Source: an optimization exercise on an open RTL-to-GDS flow (aim: small area, a short achievable clock period and few clock cycles). Production flows keep margins and buffers that such runs may drop. Only simulation tests tie the RTL to the original design; equivalence was not proved. Power figures rest on the tool's default switching activity, not on a simulated workload.

==> flow/design.v <==
`timescale 1ns/1ps
`default_nettype none
package isaPkg;
    typedef enum logic [1:0] {
        aluReg  = 2'b00,
        aluImm  = 2'b01,
        branch  = 2'b10,
        special = 2'b11
    } instrClass;
    typedef enum logic [3:0] {
        opAdd  = 4'd0,
        opSub  = 4'd1,
        opAnd  = 4'd2,
        opOr   = 4'd3,
        opXor  = 4'd4,
        opNot  = 4'd5,
        opShl  = 4'd6,
        opSra  = 4'd7,
        opSrl  = 4'd8,
        opPass = 4'd9
    } aluOp;
    typedef enum logic [1:0] {
        condAlways      = 2'b00,
        condNegative    = 2'b01,
        condNonNegative = 2'b10,
        condZero        = 2'b11
    } branchCond;
    typedef enum logic [3:0] {
        kindLoad  = 4'b1100,
        kindStore = 4'b1101,
        kindOut   = 4'b1111
    } specialKind;
    typedef struct packed {
        instrClass                      cls;
        aluOp                           op;
        logic [4-1:0] rs;
        logic [4-1:0] rt;
        logic [4-1:0] rd;
        logic [14-1:0]      imm;
    } aluFields;
    typedef struct packed {
        instrClass                      cls;
        logic [1:0]                     kind;
        logic [1:0]                     variant;
        logic [4-1:0] rs;
        logic [4-1:0] rt;
        logic [4-1:0] rd;
        logic [14-1:0]      imm;
    } ctlFields;
    typedef union packed {
        aluFields aluForm;
        ctlFields ctlForm;
    } instrWord;
endpackage
`default_nettype wire
`timescale 1ns/1ps
`default_nettype none
package ctrlPkg;
    typedef enum logic [2:0] {
        fetch     = 3'd0,
        decode    = 3'd1,
        execute   = 3'd2,
        memory    = 3'd3,
        writeback = 3'd4
    } cpuState;
    typedef enum logic {
        regA   = 1'b0,
        nextPc = 1'b1
    } operandA;
    typedef enum logic {
        regB      = 1'b0,
        immediate = 1'b1
    } operandB;
endpackage
`default_nettype wire
`timescale 1ns/1ps
`default_nettype none
module claAdder (
    input  logic [32-1:0] a,
    input  logic [32-1:0] b,
    input  logic                       carryIn,
    output logic [32-1:0] sum
);
    localparam int W = 32;
    localparam int Levels = 5;   
    logic [W-1:0] p0;
    logic [W-1:0] gen [Levels+1];
    logic [W-1:0] prop [Levels+1];
    assign p0 = a ^ b;
    assign gen[0] = (a & b) | {{(W-1){1'b0}}, p0[0] & carryIn};
    assign prop[0] = p0;
    for (genvar l = 0; l < Levels; l++) begin : genLevel
        localparam int D = 1 << l;
        for (genvar i = 0; i < W; i++) begin : genBit
            if (i >= D) begin : genNode
                assign gen[l+1][i] = gen[l][i] | (prop[l][i] & gen[l][i-D]);
                assign prop[l+1][i] = prop[l][i] & prop[l][i-D];
            end else begin : genPass
                assign gen[l+1][i] = gen[l][i];
                assign prop[l+1][i] = prop[l][i];
            end
        end
    end
    assign sum = p0 ^ {gen[Levels][W-2:0], carryIn};
endmodule
`default_nettype wire
`timescale 1ns/1ps
`default_nettype none
module alu (
    input  isaPkg::aluOp               func,
    input  logic                       isSub,
    input  logic [32-1:0] opA,
    input  logic [32-1:0] opB,
    output logic [32-1:0] sum,
    output logic [32-1:0] result
);
    logic shiftOne;
    claAdder adder_i (
        .a      (opA),
        .b      (opB),
        .carryIn(isSub),
        .sum    (sum)
    );
    assign shiftOne = opB[0];
    always_comb begin
        result = '0;
        case (func)
            isaPkg::opAdd,
            isaPkg::opSub:  result = sum;
            isaPkg::opAnd:  result = opA & opB;
            isaPkg::opOr:   result = opA | opB;
            isaPkg::opXor:  result = opA ^ opB;
            isaPkg::opNot:  result = ~opA;
            isaPkg::opShl:  result = shiftOne ? {opA[32-2:0], 1'b0} : opA;
            isaPkg::opSra: begin
                result = shiftOne ? {opA[32-1], opA[32-1:1]} : opA;
            end
            isaPkg::opSrl:  result = shiftOne ? {1'b0, opA[32-1:1]} : opA;
            isaPkg::opPass: result = opB;
            default:        result = '0;
        endcase
    end
endmodule
`default_nettype wire
`timescale 1ns/1ps
`default_nettype none
module regFile (
    input  logic                           clk,
    input  logic                           reset,
    input  logic [4-1:0] rsIdx,
    input  logic [4-1:0] rtIdx,
    input  logic [4-1:0] rdIdx,
    input  logic                           writeEn,
    input  logic [32-1:0]     writeData,
    output logic [32-1:0]     rsData,
    output logic [32-1:0]     rtData
);
    logic [32-1:0] regs [16];
    logic [16-1:0]  written;
    always_ff @(posedge clk) begin
        if (reset) begin
            written <= '0;
        end else if (writeEn) begin
            written[rdIdx] <= 1'b1;
        end
    end
    always_ff @(posedge clk) begin
        if (writeEn) begin
            regs[rdIdx] <= writeData;
        end
    end
    logic [16-1:0] rsHot;
    logic [16-1:0] rtHot;
    always_comb begin
        for (int i = 0; i < 16; i++) begin
            rsHot[i] = written[i] && (rsIdx == i[4-1:0]);
            rtHot[i] = written[i] && (rtIdx == i[4-1:0]);
        end
        rsData = '0;
        rtData = '0;
        for (int i = 0; i < 16; i++) begin
            rsData = rsData | (regs[i] & {32{rsHot[i]}});
            rtData = rtData | (regs[i] & {32{rtHot[i]}});
        end
    end
endmodule
`default_nettype wire
`timescale 1ns/1ps
`default_nettype none
`default_nettype wire
`timescale 1ns/1ps
`default_nettype none
`default_nettype wire
`timescale 1ns/1ps
`default_nettype none
module cpuTop (
    input  logic                       clk,
    input  logic                       reset,
    output logic [32-1:0] wbAdr,
    output logic [32-1:0] wbDatW,
    output logic                       wbWe,
    output logic                       wbCyc,
    output logic                       wbStb,
    input  logic [32-1:0] wbDatR,
    input  logic                       wbAck,
    output logic                       outValid,
    output logic [32-1:0] outData
);
    localparam int W = 32;
    localparam int R = 4;
    localparam int P = 10;
    logic [W-1:0] adr;
    logic         cyc;
    logic         we;
    logic         dreq;       
    logic         dLoad;      
    logic [R-1:0] dRd;        
    logic         squash;     
    logic [W-1:0] oReg;       
    logic         outV;
    logic [P-1:0]     pc;      
    isaPkg::instrWord ir;
    logic             irValid;
    logic             irWait;  
    logic [W-1:0]     aReg;    
    logic [W-1:0]     bReg;    
    logic             useImm;
    logic             subOp;
    logic             fresh;   
    logic [W-1:0] res;
    logic         resPend;
    logic [R-1:0] resRd;
    logic [1:0] cls;
    logic [3:0] kind;
    logic       isAluClass;
    logic       isBranch;
    logic       isSpecial;
    logic       isLoad;
    logic       isStore;
    logic       isOut;
    logic       isMem;
    logic       predTaken;
    assign cls = ir.aluForm.cls;
    assign kind = {ir.ctlForm.kind, ir.ctlForm.variant};
    assign isAluClass = !cls[1];
    assign isBranch = (cls == isaPkg::branch);
    assign isSpecial = (cls == isaPkg::special);
    assign isLoad = isSpecial && (kind == isaPkg::kindLoad);
    assign isStore = isSpecial && (kind == isaPkg::kindStore);
    assign isOut = isSpecial && (kind == isaPkg::kindOut);
    assign isMem = isSpecial && (kind[3:1] == 3'b110);
    assign predTaken = (ir.ctlForm.variant == isaPkg::condAlways)
                    || ir.aluForm.imm[14-1];
    logic [W-1:0] opA;
    logic [W-1:0] opBFwd;
    logic [W-1:0] rtVal;
    logic [W-1:0] sum;
    logic [W-1:0] aluResult;
    logic [W-1:0] immExt;
    assign immExt = {{(W - 14){ir.aluForm.imm[14-1]}}, ir.aluForm.imm};
    assign opA = aReg;
    assign rtVal = bReg;
    assign opBFwd = (useImm ? immExt : rtVal) ^ {W{subOp}};
    alu alu_i (
        .func  (ir.aluForm.op),
        .isSub (subOp),
        .opA   (opA),
        .opB   (opBFwd),
        .sum   (sum),
        .result(aluResult)
    );
    logic condMet;
    always_comb begin
        case (ir.ctlForm.variant)
            isaPkg::condAlways:      condMet = 1'b1;
            isaPkg::condNegative:    condMet = opA[W-1];
            isaPkg::condNonNegative: condMet = !opA[W-1];
            default:                 condMet = (opA == '0);
        endcase
    end
    logic [P-1:0] target;
    assign target = pc + immExt[P-1:0];
    logic         redirect;
    logic [P-1:0] fixAdr;
    assign redirect = fresh && isBranch && (predTaken != condMet);
    assign fixAdr = condMet ? target : pc;
    isaPkg::instrWord fetched;
    logic             fIsBranch;
    logic             fPredTaken;
    logic             fUseImm;
    logic             fSub;
    assign fetched = wbDatR;
    assign fIsBranch = (fetched.aluForm.cls == isaPkg::branch);
    assign fPredTaken = fIsBranch && ((fetched.ctlForm.variant == isaPkg::condAlways)
                                      || fetched.aluForm.imm[14-1]);
    assign fUseImm = (fetched.aluForm.cls == isaPkg::aluImm) || fIsBranch
                  || ((fetched.aluForm.cls == isaPkg::special)
                      && (fetched.ctlForm.kind == 2'b11) && !fetched.ctlForm.variant[1]);
    assign fSub = !fetched.aluForm.cls[1] && (fetched.aluForm.op == isaPkg::opSub);
    logic [P-1:0] fTarget;
    assign fTarget = adr[P-1:0] + (fetched.aluForm.imm[P-1:0] + P'(32'd4));
    logic         aluExec;
    logic         dataAck;
    logic         loadAck;
    logic [W-1:0] rsData;
    logic [W-1:0] rtData;
    logic [W-1:0] aNext;
    logic [W-1:0] bNext;
    assign aluExec = fresh && isAluClass;
    assign dataAck = cyc && wbAck && dreq;
    assign loadAck = dataAck && dLoad;
    regFile regFile_i (
        .clk      (clk),
        .reset    (reset),
        .rsIdx    (fetched.aluForm.rs),
        .rtIdx    (fetched.aluForm.rt),
        .rdIdx    (resPend ? resRd : dRd),
        .writeEn  (resPend || loadAck),
        .writeData(resPend ? res : wbDatR),
        .rsData   (rsData),
        .rtData   (rtData)
    );
    assign aNext = (aluExec && ir.aluForm.rd == fetched.aluForm.rs) ? aluResult
                 : (resPend && resRd == fetched.aluForm.rs) ? res : rsData;
    assign bNext = (aluExec && ir.aluForm.rd == fetched.aluForm.rt) ? aluResult
                 : (resPend && resRd == fetched.aluForm.rt) ? res : rtData;
    logic         fetchAck;
    logic         goodFetch;
    logic         memNext;    
    logic [P-1:0] adrNext4;
    assign fetchAck = cyc && wbAck && !dreq;
    assign goodFetch = fetchAck && !squash && !redirect;
    assign memNext = irValid && !irWait && isMem;
    assign adrNext4 = adr[P-1:0] + P'(32'd4);
    always_ff @(posedge clk) begin
        if (reset) begin
            adr <= 32'h0000_0000;
            cyc <= 1'b1;
            we <= 1'b0;
            dreq <= 1'b0;
            squash <= 1'b0;
            irValid <= 1'b0;
            irWait <= 1'b0;
            fresh <= 1'b0;
            outV <= 1'b0;
            resPend <= 1'b0;
        end else begin
            fresh <= (goodFetch && !memNext) || (dataAck && irWait);
            outV <= fresh && isOut;
            resPend <= aluExec;
            if (fetchAck) begin
                irValid <= goodFetch;
            end
            if (goodFetch) begin
                irWait <= memNext;
                pc <= adrNext4;
                if (memNext) begin
                    adr <= sum;
                    we <= isStore;
                    dreq <= 1'b1;
                end else begin
                    adr <= W'(fPredTaken ? fTarget : adrNext4);
                end
            end else if (fetchAck) begin
                squash <= 1'b0;
                adr <= W'(redirect ? fixAdr : pc);
            end else if (dataAck) begin
                dreq <= 1'b0;
                we <= 1'b0;
                irWait <= 1'b0;
                adr <= W'((isBranch && predTaken) ? target : pc);
            end else if (redirect) begin
                squash <= 1'b1;
                pc <= fixAdr;
            end
        end
    end
    always_ff @(posedge clk) begin
        if (aluExec) begin
            res <= aluResult;
            resRd <= ir.aluForm.rd;
        end
        if (fresh && isOut) begin
            oReg <= sum;
        end else if (fetchAck && memNext) begin
            oReg <= rtVal;
        end
        if (fetchAck) begin
            dLoad <= isLoad;
            dRd <= ir.aluForm.rd;
            ir <= fetched;
            aReg <= aNext;
            bReg <= bNext;
            useImm <= fUseImm;
            subOp <= fSub;
        end else if (loadAck) begin
            if (ir.aluForm.rs == dRd) begin
                aReg <= wbDatR;
            end
            if (ir.aluForm.rt == dRd) begin
                bReg <= wbDatR;
            end
        end
    end
    assign wbAdr = adr;
    assign wbCyc = cyc;
    assign wbStb = cyc;
    assign wbWe = we;
    assign wbDatW = oReg;
    assign outValid = outV;
    assign outData = oReg;
endmodule
`default_nettype wire
Settings: LEC_CHECK=0, ABC_AREA=1, CAP_MARGIN=20, CORE_MARGIN=2, CORE_UTILIZATION=40, PLACE_DENSITY=0.6, SETUP_SLACK_MARGIN=2.4, SLEW_MARGIN=20, TNS_END_PERCENT=100; clock period 5.5 ns.
run.sh (not shown) runs the stock make flow with config.mk's settings and CLKGATE_MAP_FILE= SYNTH_SCRIPT=/design/flow/synth_recipe.tcl, a recipe that flattens the netlist after the stock synthesis.
The starting point ran to the end with no violations.
Testbench counts at the start, summed over its fixed seeds: cycles 12,647.
Change:
--- a/flow/design.v
+++ b/flow/design.v
@@ -224,15 +224,12 @@
     logic             irWait;  
     logic [W-1:0]     aReg;    
     logic [W-1:0]     bReg;    
     logic             useImm;
     logic             subOp;
     logic             fresh;   
-    logic [W-1:0] res;
-    logic         resPend;
-    logic [R-1:0] resRd;
     logic [1:0] cls;
     logic [3:0] kind;
     logic       isAluClass;
     logic       isBranch;
     logic       isSpecial;
     logic       isLoad;
@@ -311,22 +308,20 @@
     assign loadAck = dataAck && dLoad;
     regFile regFile_i (
         .clk      (clk),
         .reset    (reset),
         .rsIdx    (fetched.aluForm.rs),
         .rtIdx    (fetched.aluForm.rt),
-        .rdIdx    (resPend ? resRd : dRd),
-        .writeEn  (resPend || loadAck),
-        .writeData(resPend ? res : wbDatR),
+        .rdIdx    (dreq ? dRd : ir.aluForm.rd),
+        .writeEn  (aluExec || loadAck),
+        .writeData(dreq ? wbDatR : aluResult),
         .rsData   (rsData),
         .rtData   (rtData)
     );
-    assign aNext = (aluExec && ir.aluForm.rd == fetched.aluForm.rs) ? aluResult
-                 : (resPend && resRd == fetched.aluForm.rs) ? res : rsData;
-    assign bNext = (aluExec && ir.aluForm.rd == fetched.aluForm.rt) ? aluResult
-                 : (resPend && resRd == fetched.aluForm.rt) ? res : rtData;
+    assign aNext = (aluExec && ir.aluForm.rd == fetched.aluForm.rs) ? aluResult : rsData;
+    assign bNext = (aluExec && ir.aluForm.rd == fetched.aluForm.rt) ? aluResult : rtData;
     logic         fetchAck;
     logic         goodFetch;
     logic         memNext;    
     logic [P-1:0] adrNext4;
     assign fetchAck = cyc && wbAck && !dreq;
     assign goodFetch = fetchAck && !squash && !redirect;
@@ -340,17 +335,15 @@
             dreq <= 1'b0;
             squash <= 1'b0;
             irValid <= 1'b0;
             irWait <= 1'b0;
             fresh <= 1'b0;
             outV <= 1'b0;
-            resPend <= 1'b0;
         end else begin
             fresh <= (goodFetch && !memNext) || (dataAck && irWait);
             outV <= fresh && isOut;
-            resPend <= aluExec;
             if (fetchAck) begin
                 irValid <= goodFetch;
             end
             if (goodFetch) begin
                 irWait <= memNext;
                 pc <= adrNext4;
@@ -373,16 +366,12 @@
                 squash <= 1'b1;
                 pc <= fixAdr;
             end
         end
     end
     always_ff @(posedge clk) begin
-        if (aluExec) begin
-            res <= aluResult;
-            resRd <= ir.aluForm.rd;
-        end
         if (fresh && isOut) begin
             oReg <= sum;
         end else if (fetchAck && memNext) begin
             oReg <= rtVal;
         end
         if (fetchAck) begin
Outcome: The new run finished with timing, DRC and antenna clean. Die area goes down by about 6%. Power decreases by 2.1%. Cell area went down by 5.4%. Register-to-register slack degrades by 90 ps. Routed wire length shrinks by 8.7%. First-iteration DRC count went down by about 3%. Combinational power climbs by about 7%. Area after synthesis drops by about 6%. Clock power drops by 5.0%. Sequential power goes down by about 3%.
Testbench counts after the change, summed over its fixed seeds: cycles 12,647.

-- separate check: timing with driven ports --
How much do the figures lean on ideal ports? The routed layouts below were timed once more, with nothing changed but the port constraints. Step 1 (the two cells are an assumption about what drives the block):
set clk [get_ports {clk}]
set_driving_cell -lib_cell sky130_fd_sc_hd__clkbuf_16 $clk
set_driving_cell -lib_cell sky130_fd_sc_hd__buf_2 [delete_from_list [all_inputs] $clk]
Step 2, shift: input delay + t, output delay - t, t = (earliest + latest rising clock arrival at the registers) / 2. This alone moves slack from input paths to output paths. Three values: ideal ports, drivers, drivers and shift; two values: the first two.
| run | t, ns | slack for setup (ns) | worst hold slack (ns) | worst slew at a driven data input, ns | pins driven straight from the clock port |
|---|---|---|---|---|---|
| the first run | 0.732 | 2.093 / 2.093 / 1.477 | 0.462 / 0.462 / 0.462 | 0.20 | 1 |
| the second run | 0.718 | 1.998 / 1.998 / 1.571 | 0.463 / 0.463 / 0.463 | 0.10 | 1 |
After both steps every run listed still meets setup and hold. For the first run, which loses most, drivers alone change the setup slack by 0.000 ns; drivers and shift together by -0.616 ns.
